This is an optimization exercise on Yosys and OpenROAD, whose aim is small area, a short achievable clock period and few clock cycles, not a production implementation.
Where RTL was checked, it was by simulation tests only, not by an equivalence proof against the original.
Power figures rest on the tool's default switching activity, not on a simulated workload.

==> flow/design.v (excerpt) <==
module evs_finder_top (
  input  logic        clk,
  input  logic        reset,
  input  logic        cmd_start,
  input  logic [2:0]  cmd_op,
  input  logic [41:0] cmd_adr_target,
  input  logic [41:0] cmd_adr_search,
  input  logic [9:0]  cmd_threshold,
  input  logic [9:0]  cmd_wait_cycles,
  input  logic [3:0]  cmd_evs_wanted,
  input  logic [15:0] cmd_guess_limit,
  input  logic        cmd_large_page,
  output logic        mem_req_valid,
  output logic        mem_req_write,
  output logic [41:0] mem_req_addr,
  input  logic        mem_ack,
  input  logic [3:0]  evs_rd_index,
  output logic        op_done,
  output logic [9:0]  op_timing,
  output logic [3:0]  evs_count,
  output logic [41:0] evs_rd_data
);
For scale: about 1500 cells after synthesis, roughly 450 flip-flops, roughly 240 I/O pins, ~0.020 sq mm of cells after synthesis.
Settings: LEC_CHECK=0, CAP_MARGIN=20, CORE_MARGIN=2, CORE_UTILIZATION=60, SETUP_SLACK_MARGIN=3.0, SLEW_MARGIN=20; clock period 5.0 ns.
standard.sh (not shown) runs the stock make flow with config.mk's settings and CLKGATE_MAP_FILE= SYNTH_SCRIPT=/design/flow/synth_recipe.tcl, a recipe that flattens the netlist after the stock synthesis.
==> flow/flow/run.sh <==
#!/bin/bash
# The standard layout, with the smallest buffer on every port instead of the
# delay-cell buffer buffer_ports picks by default. The timing repair may still
# upsize any port buffer on a critical path.
set -euo pipefail
export BUFFER_PORTS_ARGS="-buffer_cell sky130_fd_sc_hd__buf_1"
bash standard.sh > standard_flow.log 2>&1
The starting point completed with no timing, DRC or antenna violations.
Rerun with:
SETUP_SLACK_MARGIN = 2.6   (was 3.0)
The changed run finished with timing, DRC and antenna clean.
First-iteration DRC count shrinks by a quarter to a third.
Count of clock-buffer cells in the layout does not change.
Routed wire length went down by about a fifth.
Hold slack got worse by 0.017 ns.
Clock skew is lower by 0.0084 ns.
Global-route usage came out lower by 3.9 points.
Cell count came out lower by a few percent.
Via count fell by roughly a tenth.
No run of this note included a check of the RTL's function; only the layout flow was run.


evs_finder_top, a different RTL version from the one above (not shown whole).
Size: roughly 1900 cells after synthesis, ~450 flip-flops, roughly 23000 sq um of cells after synthesis.
clock: 5.0 ns
lec_check: 0
abc_clock_period_in_ps: 3000
cap_margin: 20
core_margin: 2
core_utilization: 40
setup_slack_margin: 1.5
slew_margin: 20
run.sh (not shown) runs the stock make flow with config.mk's settings and CLKGATE_MAP_FILE= SYNTH_SCRIPT=/design/flow/synth_recipe.tcl, a recipe that flattens the netlist after the stock synthesis.
Stock flow here: none of the scripts above is used.
Testbench counts at the start, summed over its fixed seeds: cycles 144,010.
Next try:
ABC_CLOCK_PERIOD_IN_PS = not set   (was 3000)
SETUP_SLACK_MARGIN = not set   (was 1.5)
=> Hold slack improved by 0.0055 ns. Via count grows by 0.67%. Design area is lower by 1.1%. Register-to-register slack got worse by 0.38 ns. Wire length hardly moves. Count of clock-buffer cells in the layout rose by 6. Die area is unchanged. Synthesized area does not change. Global-route usage increases by 0.17 points. Clock power goes down by 6.5%. Clock skew is lower by 0.012 ns.
Next try:
CORE_UTILIZATION = 60   (was 40)
SETUP_SLACK_MARGIN = 2.5   (was not set)
=> Final area grows by about a fifth. Combinational power grows by a quarter to a third. Clock power shrinks slightly. Synthesized cell count is unchanged. Total power grows by a few percent. Setup slack improves by 0.92 ns. Clock skew grows by 0.015 ns. Cell count shrinks slightly. Wire length grows by roughly a tenth. Die area shrinks by a quarter to a third. Sequential share of layout area shrinks by 7.1 points.
Next try:
SETUP_SLACK_MARGIN = 1.5   (was 2.5)
=> Via count decreases by 12%. Synthesized cell count stays the same. Clock power decreases by about 6%. Critical path depth decreases by 2. Worst hold slack gets worse by 0.0039 ns. Wire length decreases by 17%.


Another version of the RTL of evs_finder_top (not shown whole).
Size: ~20000 um2 of cells after synthesis.
Settings: LEC_CHECK=0, CAP_MARGIN=20, CORE_MARGIN=2, CORE_UTILIZATION=60, CTS_BUF_LIST=sky130_fd_sc_hd__clkbuf_4, SETUP_SLACK_MARGIN=2.6, SLEW_MARGIN=20; clock period 5.0 ns.
standard.sh (not shown) runs the stock make flow with config.mk's settings and CLKGATE_MAP_FILE= SYNTH_SCRIPT=/design/flow/synth_recipe.tcl, a recipe that flattens the netlist after the stock synthesis.
Scripts as last shown in full above: flow/flow/run.sh
The starting point went through all stages and came out clean.
Testbench counts at the start, summed over its fixed seeds: cycles 144,010.
Change:
CORE_UTILIZATION = 80   (was 60)
CTS_BUF_LIST = unset   (was sky130_fd_sc_hd__clkbuf_4)
CTS_CLUSTER_DIAMETER = 80   (was unset)
CTS_CLUSTER_SIZE = 20   (was unset)
Effect: The changed run failed in global routing (5_1_grt). Synthesized cell count stays the same. Area after synthesis does not change.
Change:
CORE_UTILIZATION = 70   (was 80)
The new run went through all stages and came out clean. Synthesized area is unchanged. Synthesized cell count stays the same.


== v22 ==
evs_finder_top, a different RTL version from the one above (not shown whole).
Size in the first run: roughly 1500 cells after synthesis, about 440 flip-flops, about 240 I/O pins, ~21000 um2 of cells after synthesis.
make LEC_CHECK=0 CAP_MARGIN=20 CORE_MARGIN=2 CORE_UTILIZATION=60 SETUP_SLACK_MARGIN=1.5 SLEW_MARGIN=20 finish   # period 5.0 ns
run.sh (not shown) runs the stock make flow with config.mk's settings and CLKGATE_MAP_FILE= SYNTH_SCRIPT=/design/flow/synth_recipe.tcl, a recipe that flattens the netlist after the stock synthesis.
Stock flow here: none of the scripts above is used.
Testbench counts of v22, summed over its fixed seeds: cycles 144,010.
#### Input delta (v25 over v22)
==> flow/flow/run.sh (new file) <==
#!/bin/bash
# The standard layout, with the smallest buffer on every port instead of the
# delay-cell buffer buffer_ports picks by default. The timing repair may still
# upsize any port buffer on a critical path.
set -euo pipefail
export BUFFER_PORTS_ARGS="-buffer_cell sky130_fd_sc_hd__buf_1"
bash standard.sh > standard_flow.log 2>&1
==> flow/standard.sh (new file) <==
#!/bin/bash
# synth_recipe.tcl (not shown) runs the flow's synth.tcl, then flattens the netlist and writes it again
# the make line also repeats each setting of config.mk as NAME=value (left out here)
make -C /OpenROAD-flow-scripts/flow DESIGN_CONFIG=/design/flow/config.mk WORK_HOME=/design/flow/orfs CLKGATE_MAP_FILE= SYNTH_SCRIPT=/design/flow/synth_recipe.tcl "${@:-finish}"
removed: flow/run.sh
v22 was carried through to the last stage, and its layout satisfied the timing, design-rule and antenna checks. v25 finished every stage and its layout cleared the timing, design-rule and antenna checks. Compared with v22, in v25 logic depth of the worst path, buffers included up 2, critical path arrival level, post-layout worst setup margin decreased 24 ps, maximum number of pins on one net before global-route repair increased 18%. Taking v22 over v25, the final non-filler cell area ratio works out to 1.07. Sequential share of power: lower on v22. Buffering overhead delta for v25 relative to v22: 5.4 points lower. Going from v22 to v25, routed wire length lost about 1%; power consumed by sequential cells flat; setup skew after layout roughly the same; fraction of power spent switching nets picked up an extra 0.64 points.

## static timing again, ports no longer ideal
The results above use ideal ports. As a check the final layouts listed here were re-extracted and re-timed, cells and wires unchanged.
Step 1 assumes that a clkbuf_16 drives the clock port and a buf_2 every other input.
Step 2 moves the port delays by t, midway between the first and last clock arrival at a register: inputs arrive t later, outputs are due t later. That takes back most of the time a late clock gives input paths.
Slacks: no drivers / after step 1 / after step 2; pairs: no drivers / after step 1.
run | shift t [ns] | setup WS [ns] | hold WS [ns] | latest minus earliest clock arrival (ns) | cell pins on the clock port's net
the first run of note 1 | 0.641 | 2.427 / 2.427 / 1.884 | 0.466 / 0.466 / 0.466 | 0.026 / 0.027 | 1
the second run of note 1 | 0.625 | 2.447 / 2.447 / 1.942 | 0.449 / 0.449 / 0.449 | 0.021 / 0.021 | 1
the first run of note 2 | 0.657 | 1.517 / 1.544 / 0.887 | 0.529 / 0.529 / 0.529 | 0.025 / 0.025 | 1
the second run of note 2 | 0.649 | 0.905 / 0.945 / 0.296 | 0.534 / 0.534 / 0.534 | 0.014 / 0.014 | 1
the third run of note 2 | 0.647 | 1.824 / 1.578 / 0.932 | 0.536 / 0.536 / 0.536 | 0.027 / 0.027 | 1
the fourth run of note 2 | 0.652 | 1.537 / 1.558 / 0.906 | 0.533 / 0.533 / 0.533 | 0.014 / 0.014 | 1
the first run of note 3 | 0.856 | 2.559 / 2.512 / 1.727 | 0.360 / 0.339 / 0.439 | 0.062 / 0.062 | 1
the third run of note 3 | 0.611 | 2.559 / 2.423 / 1.812 | 0.454 / 0.454 / 0.454 | 0.025 / 0.025 | 1
v22 | 0.631 | 1.663 / 1.663 / 1.079 | 0.509 / 0.509 / 0.509 | 0.017 / 0.017 | 1
v25 | 0.625 | 1.639 / 1.639 / 1.079 | 0.513 / 0.513 / 0.513 | 0.016 / 0.015 | 1
After both steps setup and hold are still met in every run listed. For the third run of note 2, which loses most, drivers alone change the setup slack by -0.246 ns; drivers and shift together by -0.892 ns.
